Source: an optimization exercise on an open RTL-to-GDS flow (aim: small area, a short achievable clock period and few clock cycles per item). Production flows keep margins and buffers that such runs may drop.
No functional check of the RTL was part of any run shown here.
Power figures rest on the tool's default switching activity, not on a simulated workload.

==> design.v <==
`default_nettype none
package cwc_pkg;
  localparam int TIME_W    = 32;   
  localparam int REG_W     = 16;   
  localparam int WIN_W     = 32;   
  localparam int FRAC_W    = 16;
  localparam int CNT3_W    = 18;   
  localparam int SAV_W     = 17;   
  localparam int CFG_IDX_W = 2;
  localparam logic [REG_W-1:0] RST_TIMEOUT_LIMIT = 16'd90;
  localparam logic [REG_W-1:0] RST_INIT_WINDOW   = 16'd13;
  localparam logic [REG_W-1:0] RST_INIT_THRESH   = 16'd1000;
  localparam logic [CNT3_W-1:0] CNT3_MAX = 18'(3 * 65535);
  localparam logic [CFG_IDX_W-1:0] REG_TIMEOUT_LIMIT = 2'd0;
  localparam logic [CFG_IDX_W-1:0] REG_INIT_WINDOW   = 2'd1;
  localparam logic [CFG_IDX_W-1:0] REG_INIT_THRESH   = 2'd2;
  localparam logic [1:0] PH_IDLE  = 2'd0;   
  localparam logic [1:0] PH_START = 2'd1;   
  localparam logic [1:0] PH_DIV   = 2'd2;   
endpackage
`default_nettype wire
`default_nettype none
import cwc_pkg::*;
module cwc_recip (
  input  wire logic              clk,
  input  wire logic              start,
  input  wire logic              start_next,
  input  wire logic [WIN_W-1:0]  divisor,
  output logic      [WIN_W:0]    quotient,
  output logic                   done
);
  localparam int NP = WIN_W / 2;
  logic [WIN_W:0]   rem_r;     
  logic [WIN_W+1:0] q_r;       
  logic [NP-1:0]    above;     
  logic [NP-1:0]    pair;      
  logic [WIN_W-1:0] oh;        
  logic [WIN_W-1:0] lead_even;
  logic             zero, pow2;
  logic [WIN_W+1:0] d1, d2;
  logic             ge1, ge2;
  logic [WIN_W-1:0] r1;
  logic [WIN_W:0]   t2;
  logic [WIN_W-1:0] r2;
  always_comb begin
    above[NP-1] = 1'b0;
    for (int m = NP - 2; m >= 0; m--)
      above[m] = above[m+1] | divisor[2*m+2] | divisor[2*m+3];
    for (int m = 0; m < NP; m++) begin
      pair[m]            = (divisor[2*m] | divisor[2*m+1]) & !above[m];
      lead_even[2*m]     = divisor[2*m] & !divisor[2*m+1] & !above[m];
      lead_even[2*m+1]   = 1'b0;
      oh[2*m]            = 1'b0;
      oh[2*m+1]          = pair[m];
    end
    zero = !(above[0] | divisor[0] | divisor[1]);
    oh[WIN_W-1] = pair[NP-1] | zero;
    pow2 = !zero && (divisor == lead_even);
    d1  = {1'b0, rem_r} - {2'b00, divisor};
    ge1 = !d1[WIN_W+1];
    r1  = ge1 ? d1[WIN_W-1:0] : rem_r[WIN_W-1:0];
    t2  = {r1, 1'b0};
    d2  = {1'b0, t2} - {2'b00, divisor};
    ge2 = !d2[WIN_W+1];
    r2  = ge2 ? d2[WIN_W-1:0] : t2[WIN_W-1:0];
  end
  always_ff @(posedge clk) begin
    if (start) begin
      rem_r <= pow2 ? '0 : {1'b0, oh};
      q_r   <= zero ? '1 : {2'b00, oh[WIN_W-1:1], oh[0] | pow2};
    end else if (start_next) begin
      rem_r <= {1'b0, oh};
      q_r   <= {2'b00, oh};
    end else if (!q_r[WIN_W+1]) begin
      rem_r <= {r2, 1'b0};
      q_r   <= {q_r[WIN_W-1:0], ge1, ge2};
    end
  end
  assign quotient = q_r[WIN_W:0];
  assign done     = q_r[WIN_W+1];
endmodule
`default_nettype wire
`default_nettype none
import cwc_pkg::*;
module congestion_window_controller (
  input  wire logic                 clk,
  input  wire logic                 rst_n,
  input  wire logic                 in_tvalid,
  output logic                      in_tready,
  input  wire logic [63:0]          in_tdata,    
  output logic                      out_tvalid,
  input  wire logic                 out_tready,
  output logic      [15:0]          out_tdata,   
  output logic      [1:0]           out_tuser,   
  input  wire logic                 cfg_valid,
  output logic                      cfg_ready,
  input  wire logic [CFG_IDX_W-1:0] cfg_index,
  input  wire logic [REG_W-1:0]     cfg_data
);
  localparam logic [WIN_W-1:0] WIN_MAX = '1;
  logic [WIN_W-1:0]  win_r;       
  logic [WIN_W-1:0]  thr_r;       
  logic [SAV_W-1:0]  sav_r;       
  logic              sav_f_r;     
  logic [CNT3_W-1:0] cnt3_r;      
  logic [REG_W-1:0]  lim_r;       
  logic              avoid_r;     
  logic [1:0]        ph_r;
  logic              pend_v_r;    
  logic              pend_tout_r;
  logic              cur_tout_r;  
  logic              out_v_r;
  logic              out_tout_r;
  logic              rc_start, rc_next, rc_done;
  logic [WIN_W:0]    rc_q;
  cwc_recip u_recip (
    .clk        (clk),
    .start      (rc_start),
    .start_next (rc_next),
    .divisor    (win_r),
    .quotient   (rc_q),
    .done       (rc_done)
  );
  logic [TIME_W-1:0] rtt;
  logic              tout_in;
  logic [CNT3_W-1:0] cnt3_inc;
  logic [CNT3_W:0]   rep_diff;
  logic              sav_zero, rep_clear, halve;
  logic [WIN_W:0]    win_p2;
  logic [WIN_W+1:0]  win_sum;
  logic [WIN_W-1:0]  win_fin;
  logic              out_free, eval, finish, fast, take, recip;
  always_comb begin
    rtt      = in_tdata[2*TIME_W-1:TIME_W] - in_tdata[TIME_W-1:0];
    tout_in  = rtt >= TIME_W'(lim_r);
    cnt3_inc = (cnt3_r != CNT3_MAX) ? cnt3_r + CNT3_W'(3) : cnt3_r;
    rep_diff  = {1'b0, cnt3_r} + {1'b0, ~(CNT3_W'(sav_r))} + {{CNT3_W{1'b0}}, !sav_f_r};
    rep_clear = (cnt3_r != '0) && rep_diff[CNT3_W];
    sav_zero  = (sav_r == '0) && !sav_f_r;
    halve     = pend_tout_r && sav_zero;
    win_p2   = {1'b0, win_r} + (33'd2 << FRAC_W);
    win_sum  = {2'b00, win_r} + {1'b0, rc_q};
    win_fin  = (win_sum[WIN_W+1:WIN_W] != '0) ? WIN_MAX : win_sum[WIN_W-1:0];
    out_free = !out_v_r || out_tready;
    eval     = (ph_r == PH_IDLE) && pend_v_r && out_free;
    finish   = (ph_r == PH_DIV) && rc_done && out_free;
    fast     = finish && pend_v_r && avoid_r && !halve;
    take     = eval || fast;
    rc_next  = fast;
    rc_start = (ph_r == PH_START);
    recip    = avoid_r || (!pend_tout_r && (win_r > thr_r));
  end
  assign in_tready = !pend_v_r;
  always_ff @(posedge clk) begin
    if (!rst_n) begin
      win_r    <= WIN_W'(RST_INIT_WINDOW) << FRAC_W;
      thr_r    <= WIN_W'(RST_INIT_THRESH) << FRAC_W;
      sav_r    <= '0;
      sav_f_r  <= 1'b0;
      cnt3_r   <= '0;
      lim_r    <= RST_TIMEOUT_LIMIT;
      avoid_r  <= 1'b0;
      ph_r     <= PH_IDLE;
      pend_v_r <= 1'b0;
      out_v_r  <= 1'b0;
    end else begin
      if (in_tvalid && !pend_v_r) pend_v_r <= 1'b1;
      else if (take)              pend_v_r <= 1'b0;
      if (take && pend_tout_r) begin
        if (halve) begin
          cnt3_r  <= cnt3_inc;
          sav_r   <= win_r[WIN_W-1:15];
          sav_f_r <= |win_r[14:0];
        end else if (rep_clear) begin
          cnt3_r  <= '0;
          sav_r   <= '0;
          sav_f_r <= 1'b0;
        end else begin
          cnt3_r  <= cnt3_inc;
        end
      end
      if (out_tready) out_v_r <= 1'b0;
      unique case (ph_r)
        PH_IDLE: begin
          if (eval) begin
            if (halve) begin
              avoid_r <= 1'b0;
              thr_r   <= win_r >> 1;
              win_r   <= (win_r >> 1) + (WIN_W'(3) << FRAC_W);
            end else if (!pend_tout_r && !avoid_r) begin
              if (recip) avoid_r <= 1'b1;
              else       win_r   <= win_p2[WIN_W] ? WIN_MAX : win_p2[WIN_W-1:0];
            end
            if (recip) begin
              ph_r    <= PH_START;
            end else begin
              out_v_r <= 1'b1;
            end
          end
        end
        PH_START: ph_r <= PH_DIV;
        PH_DIV: begin
          if (finish) begin
            win_r   <= win_fin;
            out_v_r <= 1'b1;
            if (!fast) ph_r <= PH_IDLE;
          end
        end
        default: ph_r <= PH_IDLE;
      endcase
      if (cfg_valid) begin
        unique case (cfg_index)
          REG_TIMEOUT_LIMIT: lim_r <= cfg_data;
          REG_INIT_WINDOW:   win_r <= WIN_W'(cfg_data) << FRAC_W;
          REG_INIT_THRESH:   thr_r <= WIN_W'(cfg_data) << FRAC_W;
          default: ;
        endcase
      end
    end
  end
  always_ff @(posedge clk) begin
    if (in_tvalid && !pend_v_r) pend_tout_r <= tout_in;
    if (take) cur_tout_r <= pend_tout_r;
    if (eval && !recip) out_tout_r <= pend_tout_r;
    else if (finish)    out_tout_r <= cur_tout_r;
  end
  assign cfg_ready  = 1'b1;
  assign out_tvalid = out_v_r;
  assign out_tdata  = win_r[WIN_W-1:FRAC_W];
  assign out_tuser  = {out_tout_r, avoid_r};
endmodule
`default_nettype wire
==> run.sh <==
#!/bin/bash
# synth_recipe.tcl (not shown) runs the flow's synth.tcl, then flattens the netlist and writes it again
# the make line also repeats each setting of config.mk as NAME=value (left out here)
make -C /OpenROAD-flow-scripts/flow DESIGN_CONFIG=/design/flow/config.mk WORK_HOME=/design/flow/orfs CLKGATE_MAP_FILE= SYNTH_SCRIPT=/design/flow/synth_recipe.tcl finish
==> config.mk <==
export PLATFORM = sky130hd
export DESIGN_NAME = congestion_window_controller
export DESIGN_NICKNAME = congestion_window_controller
export VERILOG_FILES = /design/flow/design.v
export SDC_FILE = /design/flow/constraint.sdc
export NUM_CORES = 4
export LEC_CHECK = 0
export CAP_MARGIN = 20
export CORE_MARGIN = 2
export CORE_UTILIZATION = 40
export SLEW_MARGIN = 20
==> constraint.sdc <==
create_clock -name core_clock -period 6.0 [get_ports {clk}]
set_input_delay 1.2000 -clock core_clock [delete_from_list [all_inputs] [get_ports {clk}]]
set_output_delay 1.2000 -clock core_clock [all_outputs]
set_load 0.01 [all_outputs]
==> results.cfg, run 1 <==
[status]
run_status = timing/DRC/antenna clean

[synth]
synth.yosys.warnings = 2
synth.cells.most_frequent = nand2_1, o21ai_0, a21oi_1, ha_1, nor2_1
synth_nets = 2678
synth.lib_cells_used.distinct = 92
post_synth_fa_ha_maj_area_fraction_pct = 13.7
fraction_of_the_yosys_area_taken_by_sequential_cells_pct = 24.7
synthSimpleGateAreaFrac_pct = 20.5
postSynthAreaPerCell_sq_um = 7.59
dominant_combinational_cell_family_by_area_after_synthesis = compound AO/OA/AOI/OAI gates
yosys-top-cells-area = dfxtp_1, ha_1, edfxtp_1
synth-async-reset-ratio_pct = 0
yosys_most_used_dff = dfxtp_1
synth.top_cell.area_share_pct = 13.4
area_of_the_mapped_netlist_sq_um = 18200
synth.ff_latch_count = 190
yosys.area.top_type = dfxtp_1
most_numerous_cell_in_the_yosys_netlist = nand2_1
synth_edf_count = 68
synth_cells = 2394
synthXorXnorAreaFrac_pct = 5.73
synth.area.mux_share_pct = 1.58
synth_compound_gate_area_share_pct = 27.5

[placed_design]
buffer_ports.inserted = 106
post-place-cells = 3085
post-place-ws_ns = -0.0993
post-dp-hpwl_um = 48500
gp_congestion = 0.972

[setup_path]
critical_path_arrival_ns = 5.95
r2r_end = u_recip.rem_r[29]
timing_worst_setup_path_type = reg -> reg
worst_r2r_startpoint = u_recip.rem_r[18]
worstSetupStartpointType = register
critical_path_required_ns = 6.26
reg2regPathDepth = 20
worst_setup_path_end_kind = register
reg2reg_slack_ns = 0.31
worstPathMaxFanout = 22

[routing]
routed_wl_um = 63100
drt_iter0_drc = 1916
postRouteAntennaNets = 0
remaining_drc_errors = 0
routed-via-count = 18600
wl_per_cell_um = 20.2
via_per_inst = 5.97
dr.pass1.iters = 8

[clock_tree]
tritoncts = done
clock_sink_count = 190
clkLatencyLatePin_ns = 0.51
cts-hold-fix-buffers = 0
clock-root-buffer = clkbuf_16
h_tree_levels = 4
path_clk_slew_ns = 0.08
clock_path_buffers = 2
cts-buffers-inserted = 17

[hold_path]
hold_path_depth = 2
hold_class = reg -> reg
hold-path-endpoint = thr_r[9]
worstHoldStart = thr_r[9]

[finish]
drive_gt1_share_pct = 7.23
final_cell_count_no_fill = 3118
multi_input_comb_area_sq_um = 12600
n_fill_cell = 4539
design.final.nets = 2789
num_antenna_cells = 0
layout-area-overhead-vs-synth_pct = 15.3
regArea_sq_um = 4480

[timing]
finalWorstSetupSlack_ns = 0.309
clock.fmax_ghz = 0.176
worstMarginPinSlew_ns = 1.12
post-route-period-util_pct = 94.8
worst_clock_skew_ns = 0.0254
maxSlewViolCount = 0
timing.max_slew.rel_slack_pct = 24.9
final-hold-violation-count = 0
worst_slack_on_hold_paths_ns = 0.455
report.final.setup_viol = 0
period_minus_slack_ns = 5.69

[floorplanning]
die_area_sq_um = 47200
die_h_um = 217
ioPinCount = 108
effective_utilization_at_floorplan_pct = 40.3
std_cell_rows = 78
die_width_um = 217
core_area_sq_um = 45100

[pwr]
design_power_total_mw = 5.86
lkg_pwr_nw = 8.50
power_density_nw_per_um2 = 279
peakVddDrop_v = 0.000221

[global_route]
wire_length_of_the_first_global_routing_pass_um = 97200
grt_antenna_before_repair = 1
grt_remaining_overflow = 0
first_global_vias = 17400
grt_max_degree = 78
grt_util_all_layers_pct = 26.3

[job]
maxCapViolations = 0
[power breakdown]
group	switching, mW	leakage (nW)	internal [mW]
combinational	1.82	6.58	1.26
clock	0.609	0.314	0.667
sequential	0.0435	1.61	1.45
total	2.48	8.50	3.38
[flip-flops by register name, indices dropped and copies added (netlist names)]
signal,count
pend_tout_r,1
u_recip.rem_r,32
out_tout_r,1
ph_r,2
lim_r,16
out_v_r,1
u_recip.q_r,34
cur_tout_r,1
sav_f_r,1
avoid_r,1
sav_r,17
pend_v_r,1
win_r,32
thr_r,32
cnt3_r,18
[cell usage in the layout, fill, tap and decap left out, types with 7 or more instances in the layout]
master and count:
a21o_1 55, nand2b_1 25, a21boi_0 25, o21bai_1 9, nand2_1 289, ha_1 194, o22ai_1 16, edfxtp_1 68
o21a_1 26, clkdlybuf4s50_1 105, xnor2_1 79, a2111oi_0 8, clkbuf_16 20, and3_1 24, nor2_1 165, o31ai_1 14
xor2_1 40, nor3_1 32, a31oi_1 32, inv_1 165, o211ai_1 36, nor2b_1 20, nand4_1 29, dfxtp_1 122
or3_1 11, mux2i_1 23, o21ai_0 235, or2_2 12, o311ai_0 8, o2111ai_1 7, a21oi_1 222, nor4_1 23
and2_1 27, nand3_1 66, a211oi_1 27, buf_4 99
[cells by family after synthesis]
family | after synthesis
AOI/OAI and AO/OA | 802
buffers and inverters | 282
muxes | 28
other | 1
xor gates and xnor gates | 119
adders and majority gates | 197
and+or+nand+nor | 775
DFF | 190
[worst max-delay path, cell delays in order (launching register included)]
cell and delay [ns]:
edfxtp_1 0.41, ha_1 0.30, a21oi_1 0.21, o2111ai_1 0.16, a21oi_1 0.26, o21ai_0 0.14
a311o_1 0.45, a31oi_4 0.26, buf_12 0.20, mux2_2 0.36, ha_1 0.34, nand3_1 0.10
o211ai_1 0.14, a221o_1 0.37, o31a_1 0.33, a211o_1 0.37, a22o_1 0.32, o41a_1 0.35
xor2_1 0.15, mux2i_1 0.13, o2bb2ai_1 0.08
[through the flow]
step | setup TNS, ns | utilization, % | cell area (sq um)
after CTS | 0 | 46.4 | 20900
final | 0 | 46.5 | 21000
after global routing | -0.00161 | 46.5 | 21000
after global placement | 0 | 45.0 | 20300
after floorplan | 0 | - | 18200
after detailed placement | -0.0993 | 45.0 | 20300
[routing by layer]
metal  vias to the layer above  share of wire [%]  wire, um  global-route usage [%]
met5                         -                  0         0                       0
met4                         0                2.8      1800                    9.27
met3                       115                7.1      4500                    4.54
met2                       746                 45     28100                    41.5
met1                      8809                 45     28700                    36.1
li1                       8935                  -         -                       -
[worst max-delay path by stage]
stage	from	end	slack, ns	depth (start not counted)
floorplan	win_r[18]	u_recip.rem_r[29]	0.06	24
global placement	in_tdata[0]	pend_tout_r	0.002	22
detailed placement	in_tdata[0]	pend_tout_r	-0.1	22
CTS	u_recip.rem_r[18]	u_recip.rem_r[32]	0.32	20
global route	in_tdata[0]	pend_tout_r	-0.002	22
finish	u_recip.rem_r[18]	u_recip.rem_r[29]	0.31	20
[what timing repair did]
| action | CTS | global route |
|---|---|---|
| gates resized for setup | 0 | 3 |
| setup endpoints to repair | 0 | 23 |
| setup buffers | 0 | 1 |
[area by class of cell]
| class | count | share of cell area, % |
|---|---|---|
| clock inverters | 11 | 0.632 |
| multi-input cells | 1922 | 60.2 |
| repair buffers | 208 | 8.87 |
| well taps | 600 | 3.58 |
| flip-flops and latches | 190 | 21.4 |
| inverters | 166 | 2.97 |
| clock buffers | 21 | 2.40 |
==> run 2, diff against run 1 <==
--- a/config.mk
+++ b/config.mk
@@ -9,3 +9,4 @@
 export CORE_MARGIN = 2
 export CORE_UTILIZATION = 40
+export SETUP_SLACK_MARGIN = 2.0
 export SLEW_MARGIN = 20
==> results.cfg, run 2 <==
[setup_path]
critical-path-top-cell-by-count = o211ai_1
worst_setup_path_end_kind = register
timing_worst_setup_path_type = reg -> reg
worstSetupStartpointType = register
worstPathMaxFanout = 5
crit_path_cell_trace = ha_4 -> a21o_1 -> a22o_1 -> o21ai_1 -> a21oi_1 -> a311o_1 -> a31oi_4 -> buf_12 -> buf_8 -> mux2i_4 -> ha_4 -> nand3_2 -> o211ai_1 -> a221o_1 -> o31a_1 -> a211o_1 -> a22o_1 -> o211ai_1 -> a21oi_1 -> o211ai_1 -> o221ai_1
cp_slowest_cell = edfxtp_1
critical_path_required_ns = 6.21
critical_path_arrival_ns = 5.50
cpPeakStageDelay_ns = 0.44

[timing]
timing.max_slew.rel_slack_pct = 31.3
worstMarginPinSlew_ns = 1.03
period_minus_slack_ns = 5.29
setup-tns-final_ns = 0
maxSlewViolCount = 0
final-hold-violation-count = 0
post-route-period-util_pct = 88.2
worst_slack_on_hold_paths_ns = 0.454
clock.fmax_ghz = 0.189
worst_clock_skew_ns = 0.0212
setup_repair_after_global_routing_missed_its_margin = true
report.final.setup_viol = 0

[synth]
postSynthAreaPerCell_sq_um = 7.59
area_of_the_mapped_netlist_sq_um = 18200
yosys.area.top_type = dfxtp_1
synth_cells = 2394
yosys_most_used_dff = dfxtp_1
synth_edf_count = 68
synth.lib_cells_used.distinct = 92
most_numerous_cell_in_the_yosys_netlist = nand2_1
synth_nets = 2678
synth-async-reset-ratio_pct = 0
synth.cells.most_frequent = nand2_1, o21ai_0, a21oi_1, ha_1, nor2_1
fraction_of_the_yosys_area_taken_by_sequential_cells_pct = 24.7
yosys-top-cells-area = dfxtp_1, ha_1, edfxtp_1
synth.top_cell.area_share_pct = 13.4
synth.yosys.warnings = 2
synth.ff_latch_count = 190

[finish]
final_common_cell = nand2_1
drive_gt1_share_pct = 15.7
finalInstanceArea_sq_um = 22500
largest_register_ffs = 34
layout-area-overhead-vs-synth_pct = 23.8
design.final.nets = 2850
registers.top_by_ff_count = u_recip.q_r
layout_common_cells = nand2_1, o21ai_0, a21oi_1
n_fill_cell = 4363
final_util_pct = 49.9

[hold_path]
hold_class = reg -> reg

[pwr]
peakVddDrop_v = 0.000195
power.sequential.fraction_pct = 23.6
power_density_nw_per_um2 = 283
internal-power_mw = 3.64
combPwrFrac_pct = 56.6
power.clock.fraction_pct = 19.9
net-switching-power_mw = 2.73
swShare_pct = 42.9
lkg_pwr_nw = 9.00

[routing]
routed-via-count = 19100
remaining_drc_errors = 0
postRouteAntennaNets = 0
wl_per_cell_um = 20.8
routed_wl_um = 66100
drt_iter0_drc = 1804
via_per_inst = 6.02
dr.pass1.iters = 7

[clock_tree]
clock_path_buffers = 2
tritoncts = done
path_clk_slew_ns = 0.08
h_tree_levels = 4
clock-root-buffer = clkbuf_16
clkLatencyLatePin_ns = 0.51
cts-buffers-inserted = 17
clock_sink_count = 190

[status]
run_status = timing/DRC/antenna clean

[placed_design]
placedInstanceArea_sq_um = 20500
buffer_ports.inserted = 106
gp_congestion = 0.942
post-dp-hpwl_um = 48500

[global_route]
met2_usage_pct = 42.5
grt_remaining_overflow = 0
grt_util_all_layers_pct = 27.2
grt_most_used_layer = met2
met1_usage_pct = 37.1
m3_gr_usage_pct = 4.77
first_global_vias = 18000
wire_length_of_the_first_global_routing_pass_um = 101000
grt_antenna_before_repair = 0
grt_max_degree = 78

[floorplanning]
std_cell_rows = 78
die_h_um = 217
effective_utilization_at_floorplan_pct = 40.3
ioPinCount = 108
core_area_sq_um = 45100
die_width_um = 217
die_area_sq_um = 47200

[job]
maxCapViolations = 0
run 2: cell counts after synthesis:
No cell type changed its count.
run 2: stage by stage:
stage	instances	setup slack, ns	total power [mW]
4_1_cts	3159	0.804	6.09
2_1_floorplan	2394	0.914	3.67
6_report	3180	0.707	6.38
5_1_grt	3179	0.549	6.73
3_3_place_gp	3081	0.302	4.55
3_5_place_dp	3082	0.206	4.59
run 2: worst max-delay path: cells and delay by family, from the launching register on:
kind	cells	cell delay, ns
compound gates	15	3.44
fa+ha+maj	2	0.51
flops	1	0.44
buf+inv	2	0.27
mux	1	0.25
simple gates	1	0.06
run 2: cells by family (layout without fill, tap and decap cells):
group | Yosys count | after routing | share of synthesized area [%]
AO/OA/AOI/OAI | 802 | 802 | 27.5
AND/OR/NAND/NOR | 775 | 775 | 20.5
buffers and inverters | 282 | 466 | 6.33
adder cells (fa/ha/maj) | 197 | 197 | 13.7
flip-flops | 190 | 190 | 24.7
XOR/XNOR | 119 | 119 | 5.73
multiplexers | 28 | 29 | 1.58
other | 1 | 2 | 0.0206
run 2: what timing repair did:
action | CTS | global route
gates resized for setup | 118 | 106
hold buffers | 0 | 0
gates cloned | 2 | 3
setup buffers | 43 | 16
pin swaps | 70 | 70
endpoints found under the setup margin | 66 | 65
run 2: per-layer routing:
layer | vias up | part of all wire, %
met5 | - | 0
met4 | 0 | 3.6
met3 | 146 | 7.7
met2 | 797 | 45
met1 | 9139 | 44
li1 | 9060 | -
run 2: power by group through the flow:
stage / Sequential [mW] / Combinational, mW / Clock [mW]
floorplan: 1.54 / 2.13 / 0
global placement: 1.53 / 3.02 / 0
detailed placement: 1.53 / 3.06 / 0
CTS: 1.50 / 3.31 / 1.28
global route: 1.51 / 3.89 / 1.33
finish: 1.50 / 3.61 / 1.27
run 2: final cells by class:
class                      count  area (sq um)  area share (%)
timing repair buffer         268          2450            10.9
inverter                     166           641            2.85
tap                          600           751            3.34
clock inverter                13           163           0.723
antenna                        1          2.50          0.0111
clock buffer                  19           464            2.06
sequential                   190          4500            20.0
multi-input combinational   1923         13500            60.1
run 2: path summary, 6_finish.rpt:
check	start	slack [ns]	end	cells after the start
worst min register to register	thr_r[12]	0.45	thr_r[12]	2
worst min-delay path	thr_r[12]	0.45	thr_r[12]	2
worst max-delay path	u_recip.rem_r[26]	0.71	u_recip.rem_r[31]	21
worst max register to register	u_recip.rem_r[26]	0.71	u_recip.rem_r[31]	21

-- re-timing with driven ports --
Ports are ideal in the flow. The routed layouts listed here were re-timed in OpenROAD.
Step 1 sets driving cells, clkbuf_16 on the clock port and buf_2 on the other inputs (assumed; they add their load-dependent delay and slew).
Step 2 adds t to the input delays and takes it off the output delays; t is the mean of the earliest and latest rising clock arrival at the registers after step 1. Input paths then give back, and output paths get back, about the clock's delay inside the block.
Three values: ideal ports, drivers, drivers and shift; two values: the first two.
run | t, ns | setup slack, ns | worst setup path after step 2
run 1 | 0.551 | 0.309 / 0.309 / -0.161 | input to register
run 2 | 0.550 | 0.707 / 0.707 / 0.625 | input to register
With both steps, setup timing fails in run 1, where it was met with ideal ports. For run 1, which loses most, drivers alone change the setup slack by 0.000 ns; drivers and shift together by -0.470 ns.
